Context: an optimization exercise on an open-source flow, tuned for small area. The choices shown serve that exercise and are no tape-out recipe. In this exercise RTL edits were held to simulation tests only and were not proved equivalent to the original. Power and IR drop assume default switching activity.

==> 11-15: inputs <==
==> flow/design.v (excerpt) <==
module c_subset_token_scanner (
  input  logic        clk,
  input  logic        rst,
  input  logic        src_valid,
  output logic        src_ready,
  input  logic [8:0]  src_item,
  output logic        tok_valid,
  input  logic        tok_ready,
  output logic [60:0] tok_item
);
  logic        fire, push, pop, full, empty;
  logic [70:0] last_entry, head;
  assign src_ready = !full;
  cst_front u_front (
    .clk       (clk),
    .rst       (rst),
    .src_valid (src_valid),
    .src_item  (src_item),
    .full      (full),
    .fire      (fire),
    .push      (push),
    .last_entry(last_entry)
  );
  cst_queue u_queue (
    .clk       (clk),
    .rst       (rst),
    .fire      (fire),
    .push      (push),
    .last_entry(last_entry),
    .full      (full),
    .pop       (pop),
    .head      (head),
    .empty     (empty)
  );
  cst_back u_back (
    .clk      (clk),
    .rst      (rst),
    .head     (head),
    .empty    (empty),
    .pop      (pop),
    .tok_valid(tok_valid),
    .tok_ready(tok_ready),
    .tok_item (tok_item)
  );
endmodule
==> flow/config.mk <==
export PLATFORM = sky130hd
export DESIGN_NAME = c_subset_token_scanner
export DESIGN_NICKNAME = c_subset_token_scanner
export VERILOG_FILES = /design/flow/design.v
export SDC_FILE = /design/flow/constraint.sdc
export NUM_CORES = 4
export LEC_CHECK = 0
export CAP_MARGIN = 20
export CORE_MARGIN = 2
export CORE_UTILIZATION = 40
export SLEW_MARGIN = 20
==> flow/constraint.sdc <==
create_clock -name core_clock -period 8.0 [get_ports {clk}]
set_input_delay 1.6000 -clock core_clock [delete_from_list [all_inputs] [get_ports {clk}]]
set_output_delay 1.6000 -clock core_clock [all_outputs]
set_load 0.01 [all_outputs]
standard.sh (not shown) runs the stock make flow with config.mk's settings and CLKGATE_MAP_FILE= SYNTH_SCRIPT=/design/flow/synth_recipe.tcl, a recipe that flattens the netlist after the stock synthesis.
==> flow/flow/run.sh <==
#!/bin/bash
# Own layout flow: the standard flow with three changes.
#  1. After the standard synthesis, the combinational logic is mapped again
#     by ABC for area (remap.ys, area.abc); every register keeps the
#     instance, name and cell the standard synthesis gave it.
#  2. Port buffers are the smallest buffer cell.
#  3. Clock tree synthesis uses larger sink clusters and no dummy loads.
# Each tool's full output goes to a log file in this folder.
set -euo pipefail
HERE=$(pwd)
R=$HERE/orfs/results/$FLOW_PLATFORM/c_subset_token_scanner/base
LIB=$FLOW_HOME/platforms/$FLOW_PLATFORM/lib/sky130_fd_sc_hd__tt_025C_1v80.lib
YOSYS=$FLOW_HOME/../tools/install/yosys/bin/yosys
[[ -x $YOSYS ]] || YOSYS=yosys

bash standard.sh synth > 1_standard_synth.log 2>&1
cp "$R/1_2_yosys.v" "$HERE/1_2_yosys_standard.v"

python3 flow/mklibs.py "$LIB" "$HERE/comb.lib" "$HERE/abc.lib" > 2_mklibs.log 2>&1
sed -e "s#@LIB@#$LIB#; s#@COMB@#$HERE/comb.lib#; s#@ABCLIB@#$HERE/abc.lib#" \
    -e "s#@IN@#$HERE/1_2_yosys_standard.v#; s#@TOP@#$FLOW_TOP#" \
    -e "s#@SCRIPT@#$HERE/flow/area.abc#; s#@OUT@#$HERE/1_2_yosys_remapped.v#" \
    flow/remap.ys.in > remap.ys
"$YOSYS" -l 3_remap.log remap.ys > /dev/null 2>&1
cp "$HERE/1_2_yosys_remapped.v" "$R/1_2_yosys.v"
rm -f "$R/1_synth.odb" "$R/1_synth.sdc"

export BUFFER_PORTS_ARGS="-buffer_cell sky130_fd_sc_hd__buf_1"
export CTS_ARGS="-sink_clustering_enable -repair_clock_nets -dont_use_dummy_load -sink_clustering_size 20 -sink_clustering_max_diameter 60 -buf_list {sky130_fd_sc_hd__clkbuf_4 sky130_fd_sc_hd__clkbuf_8}"
bash standard.sh > 4_standard_layout.log 2>&1
Other scripts of this flow, unchanged in this note and not shown: flow/flow/area.abc, flow/flow/mklibs.py, flow/flow/remap.ys.in
==> 06-04: changes against 11-15 <==
CORE_UTILIZATION = 65   (was 40)
PLACE_DENSITY = 0.75   (was unset)
==> summary of the runs <==
In 11-15 the wire length is higher than in 06-04, by 4.4%. In 11-15 the critical path depth is higher than in 06-04, by 3. Utilization: 06-04 is higher than 11-15 (27 points). Of 06-04 and 11-15, 11-15 has the higher total power (gap about 0.4%, measured against 11-15). In synthesized cell count, 06-04 and 11-15 do not differ. Sequential power is about the same in 06-04 and 11-15. Between 06-04 and 11-15, the lower first-iteration DRC count is in 11-15 (gap 2.2%, measured against 11-15). Against 06-04, the non-clock buffer count of 11-15 is lower by 1.

what the ideal ports hide:
How much do the figures lean on ideal ports? The routed layouts below were timed once more, with nothing changed but the port constraints.
Step 1, drivers: a clkbuf_16 drives clk and a buf_2 each remaining input, both assumed.
Step 2 adds t to the input delays and takes it off the output delays; t is the mean of the earliest and latest rising clock arrival at the registers after step 1. Input paths then give back, and output paths get back, about the clock's delay inside the block.
a / b / c = no drivers / after step 1 / after step 2; a / b = the first two.
run | shift t [ns] | setup WS [ns] | worst setup path after step 2
11-15 | 0.621 | 0.267 / 0.220 / 0.841 | register to output
06-04 | 0.613 | 0.264 / 0.219 / 0.832 | register to output
After both steps setup and hold are still met in every run listed.
